From an optimization exercise on the open Yosys and OpenROAD flow, aimed at small area; shortcuts taken in it are not production practice.
RTL that was checked went through simulation tests only; none was proved equivalent to the original.
Power figures rest on the tool's default switching activity, not on a simulated workload.

==> job 7375 <==
## piece_move_ctl
module piece_move_ctl #(
   parameter bit CANCEL_ON_SRC = 1'b1
) (
   input  logic       clk,
   input  logic       rst_n,
   input  logic [5:0] mouse_position,
   input  logic       pick_piece,
   input  logic       place_piece,
   input  logic [5:0] draw_square,
   output logic [3:0] draw_piece,
   output logic       held_valid,
   output logic [3:0] held_piece,
   output logic       move_valid,
   output logic [5:0] move_src,
   output logic [5:0] move_dst,
   output logic [3:0] move_captured,
   input  logic       move_ready,
   input  logic       rx_move_valid,
   input  logic [5:0] rx_src,
   input  logic [5:0] rx_dst,
   output logic       rx_move_ready,
   output logic       turn
);
==> module piece_move_ctl, before the edit <==
module piece_move_ctl #(
   parameter bit CANCEL_ON_SRC = 1'b1
) (
   input  logic       clk,
   input  logic       rst_n,
   input  logic [5:0] mouse_position,
   input  logic       pick_piece,
   input  logic       place_piece,
   input  logic [5:0] draw_square,
   output logic [3:0] draw_piece,
   output logic       held_valid,
   output logic [3:0] held_piece,
   output logic       move_valid,
   output logic [5:0] move_src,
   output logic [5:0] move_dst,
   output logic [3:0] move_captured,
   input  logic       move_ready,
   input  logic       rx_move_valid,
   input  logic [5:0] rx_src,
   input  logic [5:0] rx_dst,
   output logic       rx_move_ready,
   output logic       turn
);
   localparam logic [2:0] S_IDLE   = 3'd0;
   localparam logic [2:0] S_PICK   = 3'd1;
   localparam logic [2:0] S_HOLD   = 3'd2;
   localparam logic [2:0] S_PLACE  = 3'd3;
   localparam logic [2:0] S_REPORT = 3'd4;
   logic [2:0] r_state;
   logic [2:0] w_state_nxt;
   logic [3:0] r_board [64];
   logic [5:0] r_src;
   logic [5:0] r_dst;
   logic [2:0] r_piece;
   logic [3:0] r_draw_piece;
   logic       r_turn;
   logic       w_idle, w_hold, w_place;
   logic       w_rx_fire;
   logic       w_we;
   logic [5:0] w_src_addr;
   logic [5:0] w_dst_addr;
   logic [5:0] w_rd_addr;
   logic [3:0] w_rd;
   logic       w_pick_fire;
   logic       w_cancel;
   logic       w_own;
   logic       w_place_go;
   function automatic logic [3:0] start_code(input logic [5:0] sq);
      logic [2:0] back_type;
      case (sq[2:0])
         3'd0, 3'd7: back_type = 3'd4;
         3'd1, 3'd6: back_type = 3'd2;
         3'd2, 3'd5: back_type = 3'd3;
         3'd3:       back_type = 3'd5;
         default:    back_type = 3'd6;
      endcase
      case (sq[5:3])
         3'd0:    start_code = {1'b1, back_type};
         3'd1:    start_code = 4'h9;
         3'd6:    start_code = 4'h1;
         3'd7:    start_code = {1'b0, back_type};
         default: start_code = 4'h0;
      endcase
   endfunction
   assign w_idle    = (r_state == S_IDLE);
   assign w_hold    = (r_state == S_HOLD);
   assign w_place   = (r_state == S_PLACE);
   assign w_rx_fire = w_idle && rx_move_valid;
   assign w_we      = w_rx_fire || w_place;
   assign w_src_addr = w_idle ? rx_src : r_src;
   assign w_dst_addr = w_idle ? rx_dst : r_dst;
   assign w_rd_addr  = w_we ? w_src_addr : mouse_position;
   logic [7:0] w_rd_row, w_rd_col, w_dst_row, w_dst_col, w_dr_row, w_dr_col;
   logic [3:0] w_rd_v [8];
   logic [3:0] w_dr_v [8];
   logic [3:0] w_draw_rd;
   for (genvar k = 0; k < 8; k++) begin : g_dec
      assign w_rd_row[k]  = (w_rd_addr[5:3] == 3'(k));
      assign w_rd_col[k]  = (w_rd_addr[2:0] == 3'(k));
      assign w_dst_row[k] = (w_dst_addr[5:3] == 3'(k));
      assign w_dst_col[k] = (w_dst_addr[2:0] == 3'(k));
      assign w_dr_row[k]  = (draw_square[5:3] == 3'(k));
      assign w_dr_col[k]  = (draw_square[2:0] == 3'(k));
   end
   logic [63:0] w_rd_oh;
   for (genvar i = 0; i < 64; i++) begin : g_oh
      assign w_rd_oh[i] = w_rd_row[i/8] && w_rd_col[i%8];
   end
   always_comb begin
      w_rd      = 4'h0;
      w_draw_rd = 4'h0;
      for (int r = 0; r < 8; r++) begin
         w_rd_v[r] = 4'h0;
         w_dr_v[r] = 4'h0;
         for (int c = 0; c < 8; c++) begin
            w_rd_v[r] = w_rd_v[r] | (r_board[r*8+c] & {4{w_rd_oh[r*8+c]}});
            w_dr_v[r] = w_dr_v[r] | (r_board[r*8+c] & {4{w_dr_col[c]}});
         end
         w_rd      = w_rd      | w_rd_v[r];
         w_draw_rd = w_draw_rd | (w_dr_v[r] & {4{w_dr_row[r]}});
      end
   end
   assign w_own         = (w_rd != 4'h0) && (w_rd[3] == r_turn);
   assign w_pick_fire   = w_idle && !rx_move_valid && pick_piece && w_own;
   assign w_cancel      = CANCEL_ON_SRC && (mouse_position == r_src);
   assign w_place_go    = w_hold && place_piece && !w_cancel && !w_own;
   always_ff @(posedge clk or negedge rst_n) begin
      if (!rst_n)
         r_turn <= 1'b0;
      else if (w_we)
         r_turn <= ~r_turn;
   end
   always_ff @(posedge clk or negedge rst_n) begin
      if (!rst_n)
         r_state <= S_IDLE;
      else
         r_state <= w_state_nxt;
   end
   always_comb begin
      w_state_nxt = r_state;
      case (r_state)
         S_IDLE:   if (w_pick_fire) w_state_nxt = S_PICK;
         S_PICK:   w_state_nxt = S_HOLD;
         S_HOLD: begin
            if (place_piece) begin
               if (w_cancel)
                  w_state_nxt = S_IDLE;
               else if (!w_own)
                  w_state_nxt = S_PLACE;
            end
         end
         S_PLACE:  w_state_nxt = S_REPORT;
         S_REPORT: if (move_ready) w_state_nxt = S_IDLE;
         default:  w_state_nxt = S_IDLE;
      endcase
   end
   always_ff @(posedge clk or negedge rst_n) begin
      if (!rst_n) begin
         for (int i = 0; i < 64; i++)
            r_board[i] <= start_code(6'(i));
      end else if (w_we) begin
         for (int i = 0; i < 64; i++) begin
            if (w_dst_row[i/8] && w_dst_col[i%8])
               r_board[i] <= w_rd;
            else if (w_rd_oh[i])
               r_board[i] <= 4'h0;
         end
      end
   end
   always_ff @(posedge clk or negedge rst_n) begin
      if (!rst_n)
         r_draw_piece <= 4'h0;
      else
         r_draw_piece <= w_draw_rd;
   end
   always_ff @(posedge clk) begin
      if (w_idle)
         r_src <= mouse_position;
      if (w_hold)
         r_dst <= mouse_position;
      if (w_pick_fire || w_place_go)
         r_piece <= w_rd[2:0];
   end
   assign draw_piece    = r_draw_piece;
   assign held_valid    = w_hold;
   assign held_piece    = {r_turn && (r_piece != 3'd0), r_piece};
   assign move_valid    = (r_state == S_REPORT);
   assign move_src      = r_src;
   assign move_dst      = r_dst;
   assign move_captured = {r_turn && (r_piece != 3'd0), r_piece};
   assign rx_move_ready = w_idle;
   assign turn          = r_turn;
endmodule
Settings: LEC_CHECK=0, CAP_MARGIN=20, CORE_MARGIN=2, CORE_UTILIZATION=40, GPL_TIMING_DRIVEN=0, PLACE_DENSITY=0.5, SETUP_SLACK_MARGIN=0.2, SLEW_MARGIN=20; clock period 7.0 ns.
standard.sh (not shown) runs the stock make flow with config.mk's settings and CLKGATE_MAP_FILE= SYNTH_SCRIPT=/design/flow/synth_recipe.tcl, a recipe that flattens the netlist after the stock synthesis.
==> flow/flow/run.sh <==
#!/bin/bash
# Own flow: the standard layout (standard.sh) with these changes:
#  * synthesis: the standard synthesis script, with only the ABC mapping
#    script replaced by an area-oriented one (flow/area.abc). Registers are
#    mapped before ABC runs, so they keep the standard synthesis's names and
#    cell types;
#  * port buffers: every input and output port still gets a buffer, of the
#    smallest buffer cell;
#  * clock tree: no dummy loads, clkbuf_8 buffers, small sink clusters.
# Each tool's output goes to its own log in this folder (and ORFS's logs).
set -euo pipefail
W=$PWD
sed "s#@ABC_SCRIPT@#$W/flow/area.abc#" flow/synth.tcl > $W/own_synth.tcl
sed "s#SYNTH_SCRIPT=[^ ]*#SYNTH_SCRIPT=$W/own_synth.tcl#" standard.sh > $W/own_standard.sh
export BUFFER_PORTS_ARGS="-buffer_cell sky130_fd_sc_hd__buf_1"
export CTS_ARGS="-sink_clustering_enable -repair_clock_nets -dont_use_dummy_load -buf_list sky130_fd_sc_hd__clkbuf_8 -sink_clustering_size 10 -sink_clustering_max_diameter 100"
bash $W/own_standard.sh synth > $W/synth.log 2>&1
bash $W/own_standard.sh floorplan > $W/floorplan.log 2>&1
bash $W/own_standard.sh place > $W/place.log 2>&1
bash $W/own_standard.sh cts > $W/cts.log 2>&1
bash $W/own_standard.sh route > $W/route.log 2>&1
bash $W/own_standard.sh finish > $W/finish.log 2>&1
==> flow/flow/area.abc <==
strash
dc2
dch -f
&get -n
&nf -R 1000
&put
==> flow/flow/synth.tcl <==
proc synth {args} { yosys synth -nofsm -noshare {*}$args }
proc abc {args} {
  set i [lsearch -exact $args -script]
  if {$i >= 0} { lset args [expr {$i + 1}] {@ABC_SCRIPT@} }
  yosys abc {*}$args
}
source $::env(SCRIPTS_DIR)/synth.tcl
# left out here: clear keep_hierarchy, flatten, clean up, hide names made inside functions, write 1_2_yosys.v
==> job 3813 (differences from job 7375) <==
--- a/flow/design.v
+++ b/flow/design.v
@@ -31,7 +31,7 @@
    logic [3:0] r_board [64];
    logic [5:0] r_src;
    logic [5:0] r_dst;
-   logic [2:0] r_piece;
+   logic [3:0] r_piece;
    logic [3:0] r_draw_piece;
    logic       r_turn;
    logic       w_idle, w_hold, w_place;
@@ -43,7 +43,7 @@
    logic [3:0] w_rd;
    logic       w_pick_fire;
    logic       w_cancel;
-   logic       w_own;
+   logic       w_same_colour;
    logic       w_place_go;
    function automatic logic [3:0] start_code(input logic [5:0] sq);
       logic [2:0] back_type;
@@ -70,40 +70,20 @@
    assign w_src_addr = w_idle ? rx_src : r_src;
    assign w_dst_addr = w_idle ? rx_dst : r_dst;
    assign w_rd_addr  = w_we ? w_src_addr : mouse_position;
-   logic [7:0] w_rd_row, w_rd_col, w_dst_row, w_dst_col, w_dr_row, w_dr_col;
-   logic [3:0] w_rd_v [8];
-   logic [3:0] w_dr_v [8];
-   logic [3:0] w_draw_rd;
-   for (genvar k = 0; k < 8; k++) begin : g_dec
-      assign w_rd_row[k]  = (w_rd_addr[5:3] == 3'(k));
-      assign w_rd_col[k]  = (w_rd_addr[2:0] == 3'(k));
-      assign w_dst_row[k] = (w_dst_addr[5:3] == 3'(k));
-      assign w_dst_col[k] = (w_dst_addr[2:0] == 3'(k));
-      assign w_dr_row[k]  = (draw_square[5:3] == 3'(k));
-      assign w_dr_col[k]  = (draw_square[2:0] == 3'(k));
-   end
-   logic [63:0] w_rd_oh;
-   for (genvar i = 0; i < 64; i++) begin : g_oh
-      assign w_rd_oh[i] = w_rd_row[i/8] && w_rd_col[i%8];
-   end
+   logic [63:0] w_rd_oh, w_dst_oh;
    always_comb begin
-      w_rd      = 4'h0;
-      w_draw_rd = 4'h0;
-      for (int r = 0; r < 8; r++) begin
-         w_rd_v[r] = 4'h0;
-         w_dr_v[r] = 4'h0;
-         for (int c = 0; c < 8; c++) begin
-            w_rd_v[r] = w_rd_v[r] | (r_board[r*8+c] & {4{w_rd_oh[r*8+c]}});
-            w_dr_v[r] = w_dr_v[r] | (r_board[r*8+c] & {4{w_dr_col[c]}});
-         end
-         w_rd      = w_rd      | w_rd_v[r];
-         w_draw_rd = w_draw_rd | (w_dr_v[r] & {4{w_dr_row[r]}});
+      w_rd = 4'h0;
+      for (int i = 0; i < 64; i++) begin
+         w_rd_oh[i]  = (w_rd_addr == 6'(i));
+         w_dst_oh[i] = (w_dst_addr == 6'(i));
+         w_rd = w_rd | (r_board[i] & {4{w_rd_oh[i]}});
       end
    end
-   assign w_own         = (w_rd != 4'h0) && (w_rd[3] == r_turn);
-   assign w_pick_fire   = w_idle && !rx_move_valid && pick_piece && w_own;
+   assign w_pick_fire   = w_idle && !rx_move_valid && pick_piece &&
+                          (w_rd != 4'h0) && (w_rd[3] == r_turn);
    assign w_cancel      = CANCEL_ON_SRC && (mouse_position == r_src);
-   assign w_place_go    = w_hold && place_piece && !w_cancel && !w_own;
+   assign w_same_colour = (w_rd != 4'h0) && (w_rd[3] == r_piece[3]);
+   assign w_place_go    = w_hold && place_piece && !w_cancel && !w_same_colour;
    always_ff @(posedge clk or negedge rst_n) begin
       if (!rst_n)
          r_turn <= 1'b0;
@@ -125,7 +105,7 @@
             if (place_piece) begin
                if (w_cancel)
                   w_state_nxt = S_IDLE;
-               else if (!w_own)
+               else if (!w_same_colour)
                   w_state_nxt = S_PLACE;
             end
          end
@@ -140,7 +120,7 @@
             r_board[i] <= start_code(6'(i));
       end else if (w_we) begin
          for (int i = 0; i < 64; i++) begin
-            if (w_dst_row[i/8] && w_dst_col[i%8])
+            if (w_dst_oh[i])
                r_board[i] <= w_rd;
             else if (w_rd_oh[i])
                r_board[i] <= 4'h0;
@@ -148,26 +128,28 @@
       end
    end
    always_ff @(posedge clk or negedge rst_n) begin
-      if (!rst_n)
+      if (!rst_n) begin
+         r_src        <= 6'd0;
+         r_dst        <= 6'd0;
+         r_piece      <= 4'h0;
          r_draw_piece <= 4'h0;
-      else
-         r_draw_piece <= w_draw_rd;
-   end
-   always_ff @(posedge clk) begin
-      if (w_idle)
-         r_src <= mouse_position;
-      if (w_hold)
-         r_dst <= mouse_position;
-      if (w_pick_fire || w_place_go)
-         r_piece <= w_rd[2:0];
+      end else begin
+         r_draw_piece <= r_board[draw_square];
+         if (w_pick_fire)
+            r_src <= mouse_position;
+         if (w_place_go)
+            r_dst <= mouse_position;
+         if (w_pick_fire || w_place_go)
+            r_piece <= w_rd;
+      end
    end
    assign draw_piece    = r_draw_piece;
    assign held_valid    = w_hold;
-   assign held_piece    = {r_turn && (r_piece != 3'd0), r_piece};
+   assign held_piece    = r_piece;
    assign move_valid    = (r_state == S_REPORT);
    assign move_src      = r_src;
    assign move_dst      = r_dst;
-   assign move_captured = {r_turn && (r_piece != 3'd0), r_piece};
+   assign move_captured = r_piece;
    assign rx_move_ready = w_idle;
    assign turn          = r_turn;
 endmodule
==> flow/run.sh (new file) <==
#!/bin/bash
# synth_recipe.tcl (not shown) runs the flow's synth.tcl, then flattens the netlist and writes it again
# the make line also repeats each setting of config.mk as NAME=value (left out here)
make -C /OpenROAD-flow-scripts/flow DESIGN_CONFIG=/design/flow/config.mk WORK_HOME=/design/flow/orfs CLKGATE_MAP_FILE= SYNTH_SCRIPT=/design/flow/synth_recipe.tcl finish
Settings changed: CORE_UTILIZATION 40 to 60, GPL_ROUTABILITY_DRIVEN set to 0, PLACE_DENSITY 0.5 to 0.7, SETUP_SLACK_MARGIN 0.2 to unset.
removed: flow/flow/run.sh
removed: flow/flow/area.abc
removed: flow/flow/synth.tcl
removed: flow/standard.sh
==> comparison table <==
                                                                                 job 3813       job 7375
Simple-gate portion of the synthesized area                                         20.8%          9.25%
Xor-xnor portion of the synthesized cell area                                      0.394%        0.0644%
Nets in the synthesized netlist                                                      1793           1247
Post-placement setup slack                                                     0.00358 ns       0.234 ns
Row count                                                                              58             67
Sequential share of the synthesized area                                            45.5%          52.4%
Number of synthesized register bits                                                   280            279
Number of distinct library cells after synthesis                                       78             38
Fraction of synthesized area in multiplexers                                        2.68%          1.13%
Synthesized area                                                              15600 sq um    13600 sq um
Number of sinks handled by clock tree synthesis                                       280            279
Number of instances in the synthesized netlist                                       1763           1217
Result of the run                                                          did not finish  timing/DRC/antenna clean
Failing step                                                     global routing (5_1_grt)              -
Number of CTS-inserted buffers                                                         28             31
CTS root buffer                                                                 clkbuf_16       clkbuf_8
Mean instance size in the synthesized netlist                                  8.83 sq um     11.2 sq um
Synthesized-area fraction occupied by ao, oa, aoi and oai cells                     26.7%          36.7%
Cell count after placement                                                           2151           1754
Initial standard-cell utilization of the core                                       61.5%          40.5%
HPWL after detailed placement                                               59400 microns  48800 microns
Number of enable flip-flop cells after synthesis                                        0             15
Only the layout flow was run in job 7375; the RTL was not checked for function there.

---

==> job 7696: inputs <==
piece_move_ctl, a different RTL version from the one above (not shown whole).
clock: 7.0 ns
lec_check: 0
cap_margin: 20
core_margin: 2
core_utilization: 40
gpl_timing_driven: 0
place_density: 0.5
setup_slack_margin: 0.2
slew_margin: 20
==> flow/flow/run.sh <==
#!/bin/bash
# Own flow: the standard layout (standard.sh) with these changes:
#  * synthesis: the standard synthesis script, with only the ABC mapping
#    script replaced by an area-oriented one (flow/area.abc). Registers are
#    mapped before ABC runs, so they keep the standard synthesis's names and
#    cell types;
#  * port buffers: every input and output port still gets a buffer, of the
#    smallest buffer cell;
#  * clock tree: no dummy loads, clkbuf_8 buffers, small sink clusters.
# Each tool's output goes to its own log in this folder (and ORFS's logs).
set -euo pipefail
W=$PWD
sed "s#@ABC_SCRIPT@#$W/flow/area.abc#" flow/synth.tcl > $W/own_synth.tcl
sed "s#SYNTH_SCRIPT=[^ ]*#SYNTH_SCRIPT=$W/own_synth.tcl#" standard.sh > $W/own_standard.sh
export BUFFER_PORTS_ARGS="-buffer_cell sky130_fd_sc_hd__buf_1"
export CTS_ARGS="-sink_clustering_enable -repair_clock_nets -dont_use_dummy_load -buf_list sky130_fd_sc_hd__clkbuf_8 -sink_clustering_size 10 -sink_clustering_max_diameter 100"
bash $W/own_standard.sh synth > $W/synth.log 2>&1
bash $W/own_standard.sh floorplan > $W/floorplan.log 2>&1
bash $W/own_standard.sh place > $W/place.log 2>&1
bash $W/own_standard.sh cts > $W/cts.log 2>&1
bash $W/own_standard.sh route > $W/route.log 2>&1
bash $W/own_standard.sh finish > $W/finish.log 2>&1
==> flow/flow/area.abc <==
strash
dc2
dch -f
&get -n
&nf -R 1000
&put
strash
dch -f
&get -n
&nf -R 1000
&put
strash
dch -f
&get -n
&nf -R 1000
&put
==> flow/flow/synth.tcl <==
proc synth {args} { yosys synth -nofsm -noshare {*}$args }
proc abc {args} {
  set i [lsearch -exact $args -script]
  if {$i >= 0} { lset args [expr {$i + 1}] {@ABC_SCRIPT@} }
  yosys abc {*}$args
}
source $::env(SCRIPTS_DIR)/synth.tcl
# left out here: clear keep_hierarchy, flatten, clean up, hide names made inside functions, write 1_2_yosys.v
==> job 3874: changes against job 7696 <==
--- a/flow/design.v
+++ b/flow/design.v
@@ -152,22 +152,21 @@
          S_PLACE:  w_state_nxt = S_REPORT;
          S_REPORT: if (move_ready) w_state_nxt = S_IDLE;
          default:  w_state_nxt = S_IDLE;
       endcase
    end
-   logic [31:0] w_edge_set, w_edge_keep;
-   for (genvar e = 0; e < 32; e++) begin : g_edge_we
-      assign w_edge_set[e]  = w_we && w_dst_oh[edge_sq(e)];
-      assign w_edge_keep[e] = !w_edge_set[e] && !(w_we && w_rd_oh[edge_sq(e)]);
-   end
    always_ff @(posedge clk or negedge rst_n) begin
       if (!rst_n) begin
          for (int e = 0; e < 32; e++)
             r_edge[e] <= start_code(edge_sq(e));
-      end else begin
-         for (int e = 0; e < 32; e++)
-            r_edge[e] <= (w_rd & {4{w_edge_set[e]}}) | (r_edge[e] & {4{w_edge_keep[e]}});
+      end else if (w_we) begin
+         for (int e = 0; e < 32; e++) begin
+            if (w_dst_oh[edge_sq(e)])
+               r_edge[e] <= w_rd;
+            else if (w_rd_oh[edge_sq(e)])
+               r_edge[e] <= 4'h0;
+         end
       end
    end
    always_ff @(posedge clk or negedge rst_n) begin
       if (!rst_n)
          r_mid_valid <= 1'b0;
--- a/flow/flow/run.sh
+++ b/flow/flow/run.sh
@@ -11,11 +11,11 @@
 set -euo pipefail
 W=$PWD
 sed "s#@ABC_SCRIPT@#$W/flow/area.abc#" flow/synth.tcl > $W/own_synth.tcl
 sed "s#SYNTH_SCRIPT=[^ ]*#SYNTH_SCRIPT=$W/own_synth.tcl#" standard.sh > $W/own_standard.sh
 export BUFFER_PORTS_ARGS="-buffer_cell sky130_fd_sc_hd__buf_1"
-export CTS_ARGS="-sink_clustering_enable -repair_clock_nets -dont_use_dummy_load -buf_list sky130_fd_sc_hd__clkbuf_8 -sink_clustering_size 10 -sink_clustering_max_diameter 100"
+export CTS_ARGS="-sink_clustering_enable -repair_clock_nets -dont_use_dummy_load -buf_list sky130_fd_sc_hd__clkbuf_8 -sink_clustering_size 15 -sink_clustering_max_diameter 80"
 bash $W/own_standard.sh synth > $W/synth.log 2>&1
 bash $W/own_standard.sh floorplan > $W/floorplan.log 2>&1
 bash $W/own_standard.sh place > $W/place.log 2>&1
 bash $W/own_standard.sh cts > $W/cts.log 2>&1
 bash $W/own_standard.sh route > $W/route.log 2>&1
==> flow/flow/area.abc (replaced) <==
strash
dc2
dch -f
&get -n
&nf -R 1000
&put
strash
dch -f
&get -n
&nf -R 1000
&put
==> flow/config.mk (replaced) <==
export PLATFORM = sky130hd
export DESIGN_NAME = piece_move_ctl
export DESIGN_NICKNAME = piece_move_ctl
export VERILOG_FILES = /design/flow/design.v
export SDC_FILE = /design/flow/constraint.sdc
export NUM_CORES = 4
export LEC_CHECK = 0
export CAP_MARGIN = 10
export CORE_MARGIN = 2
export CORE_UTILIZATION = 40
export GPL_TIMING_DRIVEN = 0
export PLACE_DENSITY = 0.5
export SETUP_SLACK_MARGIN = 0.2
export SLEW_MARGIN = 10
==> job 678: changes against job 7696 <==
==> flow/design.v (replaced) <==
module piece_move_ctl #(
   parameter bit CANCEL_ON_SRC = 1'b1
) (
   input  logic       clk,
   input  logic       rst_n,
   input  logic [5:0] mouse_position,
   input  logic       pick_piece,
   input  logic       place_piece,
   input  logic [5:0] draw_square,
   output logic [3:0] draw_piece,
   output logic       held_valid,
   output logic [3:0] held_piece,
   output logic       move_valid,
   output logic [5:0] move_src,
   output logic [5:0] move_dst,
   output logic [3:0] move_captured,
   input  logic       move_ready,
   input  logic       rx_move_valid,
   input  logic [5:0] rx_src,
   input  logic [5:0] rx_dst,
   output logic       rx_move_ready,
   output logic       turn
);
   localparam logic [2:0] S_IDLE   = 3'd0;
   localparam logic [2:0] S_PICK   = 3'd1;
   localparam logic [2:0] S_HOLD   = 3'd2;
   localparam logic [2:0] S_PLACE  = 3'd3;
   localparam logic [2:0] S_REPORT = 3'd4;
   logic [2:0] r_state;
   logic [2:0] w_state_nxt;
   logic [3:0] r_board [64];
   logic [5:0] r_src;
   logic [5:0] r_dst;
   logic [2:0] r_piece;
   logic [3:0] r_draw_piece;
   logic       r_turn;
   logic       w_idle, w_hold, w_place;
   logic       w_rx_fire;
   logic       w_we;
   logic [5:0] w_src_addr;
   logic [5:0] w_dst_addr;
   logic [5:0] w_rd_addr;
   logic [3:0] w_rd;
   logic       w_pick_fire;
   logic       w_cancel;
   logic       w_own;
   logic       w_place_go;
   function automatic logic [3:0] start_code(input logic [5:0] sq);
      logic [2:0] back_type;
      case (sq[2:0])
         3'd0, 3'd7: back_type = 3'd4;
         3'd1, 3'd6: back_type = 3'd2;
         3'd2, 3'd5: back_type = 3'd3;
         3'd3:       back_type = 3'd5;
         default:    back_type = 3'd6;
      endcase
      case (sq[5:3])
         3'd0:    start_code = {1'b1, back_type};
         3'd1:    start_code = 4'h9;
         3'd6:    start_code = 4'h1;
         3'd7:    start_code = {1'b0, back_type};
         default: start_code = 4'h0;
      endcase
   endfunction
   assign w_idle    = (r_state == S_IDLE);
   assign w_hold    = (r_state == S_HOLD);
   assign w_place   = (r_state == S_PLACE);
   assign w_rx_fire = w_idle && rx_move_valid;
   assign w_we      = w_rx_fire || w_place;
   assign w_src_addr = w_idle ? rx_src : r_src;
   assign w_dst_addr = w_idle ? rx_dst : r_dst;
   assign w_rd_addr  = w_we ? w_src_addr : mouse_position;
   logic [63:0] w_rd_oh, w_dst_oh;
   always_comb begin
      w_rd = 4'h0;
      for (int i = 0; i < 64; i++) begin
         w_rd_oh[i]  = (w_rd_addr == 6'(i));
         w_dst_oh[i] = (w_dst_addr == 6'(i));
         w_rd = w_rd | (r_board[i] & {4{w_rd_oh[i]}});
      end
   end
   assign w_own         = (w_rd != 4'h0) && (w_rd[3] == r_turn);
   assign w_pick_fire   = w_idle && !rx_move_valid && pick_piece && w_own;
   assign w_cancel      = CANCEL_ON_SRC && (mouse_position == r_src);
   assign w_place_go    = w_hold && place_piece && !w_cancel && !w_own;
   always_ff @(posedge clk or negedge rst_n) begin
      if (!rst_n)
         r_turn <= 1'b0;
      else if (w_we)
         r_turn <= ~r_turn;
   end
   always_ff @(posedge clk or negedge rst_n) begin
      if (!rst_n)
         r_state <= S_IDLE;
      else
         r_state <= w_state_nxt;
   end
   always_comb begin
      w_state_nxt = r_state;
      case (r_state)
         S_IDLE:   if (w_pick_fire) w_state_nxt = S_PICK;
         S_PICK:   w_state_nxt = S_HOLD;
         S_HOLD: begin
            if (place_piece) begin
               if (w_cancel)
                  w_state_nxt = S_IDLE;
               else if (!w_own)
                  w_state_nxt = S_PLACE;
            end
         end
         S_PLACE:  w_state_nxt = S_REPORT;
         S_REPORT: if (move_ready) w_state_nxt = S_IDLE;
         default:  w_state_nxt = S_IDLE;
      endcase
   end
   always_ff @(posedge clk or negedge rst_n) begin
      if (!rst_n) begin
         for (int i = 0; i < 64; i++)
            r_board[i] <= start_code(6'(i));
      end else if (w_we) begin
         for (int i = 0; i < 64; i++) begin
            if (w_dst_oh[i])
               r_board[i] <= w_rd;
            else if (w_rd_oh[i])
               r_board[i] <= 4'h0;
         end
      end
   end
   always_ff @(posedge clk or negedge rst_n) begin
      if (!rst_n) begin
         r_src        <= 6'd0;
         r_dst        <= 6'd0;
         r_piece      <= 3'h0;
         r_draw_piece <= 4'h0;
      end else begin
         r_draw_piece <= r_board[draw_square];
         if (w_idle)
            r_src <= mouse_position;
         if (w_hold)
            r_dst <= mouse_position;
         if (w_pick_fire || w_place_go)
            r_piece <= w_rd[2:0];
      end
   end
   assign draw_piece    = r_draw_piece;
   assign held_valid    = w_hold;
   assign held_piece    = {r_turn && (r_piece != 3'd0), r_piece};
   assign move_valid    = (r_state == S_REPORT);
   assign move_src      = r_src;
   assign move_dst      = r_dst;
   assign move_captured = {r_turn && (r_piece != 3'd0), r_piece};
   assign rx_move_ready = w_idle;
   assign turn          = r_turn;
endmodule
--- a/flow/flow/run.sh
+++ b/flow/flow/run.sh
@@ -4,17 +4,20 @@
 #    script replaced by an area-oriented one (flow/area.abc). Registers are
 #    mapped before ABC runs, so they keep the standard synthesis's names and
 #    cell types;
 #  * port buffers: every input and output port still gets a buffer, of the
 #    smallest buffer cell;
-#  * clock tree: no dummy loads, clkbuf_8 buffers, small sink clusters.
+#  * clock tree: no dummy loads, clkbuf_8 buffers, small sink clusters;
+#  * after global routing, gates off the critical paths are sized down
+#    (ORFS power recovery on all paths).
 # Each tool's output goes to its own log in this folder (and ORFS's logs).
 set -euo pipefail
 W=$PWD
 sed "s#@ABC_SCRIPT@#$W/flow/area.abc#" flow/synth.tcl > $W/own_synth.tcl
 sed "s#SYNTH_SCRIPT=[^ ]*#SYNTH_SCRIPT=$W/own_synth.tcl#" standard.sh > $W/own_standard.sh
 export BUFFER_PORTS_ARGS="-buffer_cell sky130_fd_sc_hd__buf_1"
+export RECOVER_POWER=100
 export CTS_ARGS="-sink_clustering_enable -repair_clock_nets -dont_use_dummy_load -buf_list sky130_fd_sc_hd__clkbuf_8 -sink_clustering_size 10 -sink_clustering_max_diameter 100"
 bash $W/own_standard.sh synth > $W/synth.log 2>&1
 bash $W/own_standard.sh floorplan > $W/floorplan.log 2>&1
 bash $W/own_standard.sh place > $W/place.log 2>&1
 bash $W/own_standard.sh cts > $W/cts.log 2>&1
==> flow/flow/area.abc (replaced) <==
strash
dc2
dch -f
&get -n
&nf -R 1000
&put
--- a/flow/config.mk
+++ b/flow/config.mk
@@ -6,9 +6,10 @@
 export NUM_CORES = 4
 export LEC_CHECK = 0
 export CAP_MARGIN = 20
 export CORE_MARGIN = 2
 export CORE_UTILIZATION = 40
+export CTS_BUF_LIST = sky130_fd_sc_hd__clkbuf_4
 export GPL_TIMING_DRIVEN = 0
 export PLACE_DENSITY = 0.5
 export SETUP_SLACK_MARGIN = 0.2
 export SLEW_MARGIN = 20
==> run summary <==
- Job 678 finished but fails on capacitance limit, slew limit. Job 7696 completed with no timing, DRC or antenna violations. Job 3874 went through all stages and came out clean.
- Of job 7696 and job 678, job 7696 has the higher maximum frequency (gap 4.8%, measured against job 678).
- Synthesized cell count, highest first: job 678, job 3874, job 7696.
- Die area, highest first: job 678, job 7696, job 3874.
- The highest worst setup slack belongs to job 7696, the lowest to job 678.
- Flip-flop and latch count is the same in job 3874 and job 7696.
==> figures <==
item	job 678	job 3874	job 7696
Startpoint of the most critical hold path	r_dst[4]	r_edge[7][3]	r_edge[13][3]
Buffering overhead	2.671%	4.339%	5.446%
Sinks on Clock Net	279	280	280
Combined flip-flop and latch cell area	7052 um2	6513 um2	6513 um2
Multi-input gate share of total cell area	44.76%	45.65%	44.92%
Synth async-reset ratio	100.0%	48.93%	48.93%
Share of the synthesized area in compound gates (AO/OA/AOI/OAI)	34.40%	38.44%	38.35%
Rel. slew slack	-24.25%	15.99%	20.24%
Global-route wire length before repair	117,600 um	99,930 um	98,480 um
Net Switching	1.480 mW	0.7194 mW	1.585 mW
Number of vias per cell	8.024	7.630	7.633
Run status	finished with violations	finished clean	finished clean
Reasons for failing layout checks	capacitance limit, slew limit	-	-
Only the layout flow was run in job 7696; the RTL was not checked for function there.

## static timing again, ports no longer ideal
The flow's constraints put no driver on any port. The routed layouts listed below were extracted and timed again, unchanged, in two steps.
Step 1 sets driving cells, clkbuf_16 on the clock port and buf_2 on the other inputs (assumed; they add their load-dependent delay and slew).
Step 2 moves the port delays by t, midway between the first and last clock arrival at a register: inputs arrive t later, outputs are due t later. That takes back most of the time a late clock gives input paths.
a / b / c = ideal ports / drivers / drivers and shift; a / b = the first two.
run | t (ns) | slack for setup (ns) | worst hold slack (ns) | worst slew at a driven data input, ns | pins driven straight from the clock port
job 7375 | 0.698 | 0.535 / 0.535 / -0.058 | 0.541 / 0.541 / 0.541 | 0.04 | 1
job 7696 | 0.676 | 0.678 / 0.678 / 0.180 | 0.503 / 0.503 / 0.503 | 0.03 | 1
job 3874 | 0.629 | 0.498 / 0.498 / 0.155 | 0.521 / 0.521 / 0.521 | 0.03 | 1
job 678 | 0.706 | 0.374 / 0.374 / -0.167 | 0.518 / 0.518 / 0.518 | 0.04 | 1
The setup slack of job 7375, which loses most, moves by 0.000 ns with the drivers and by -0.593 ns with both steps.
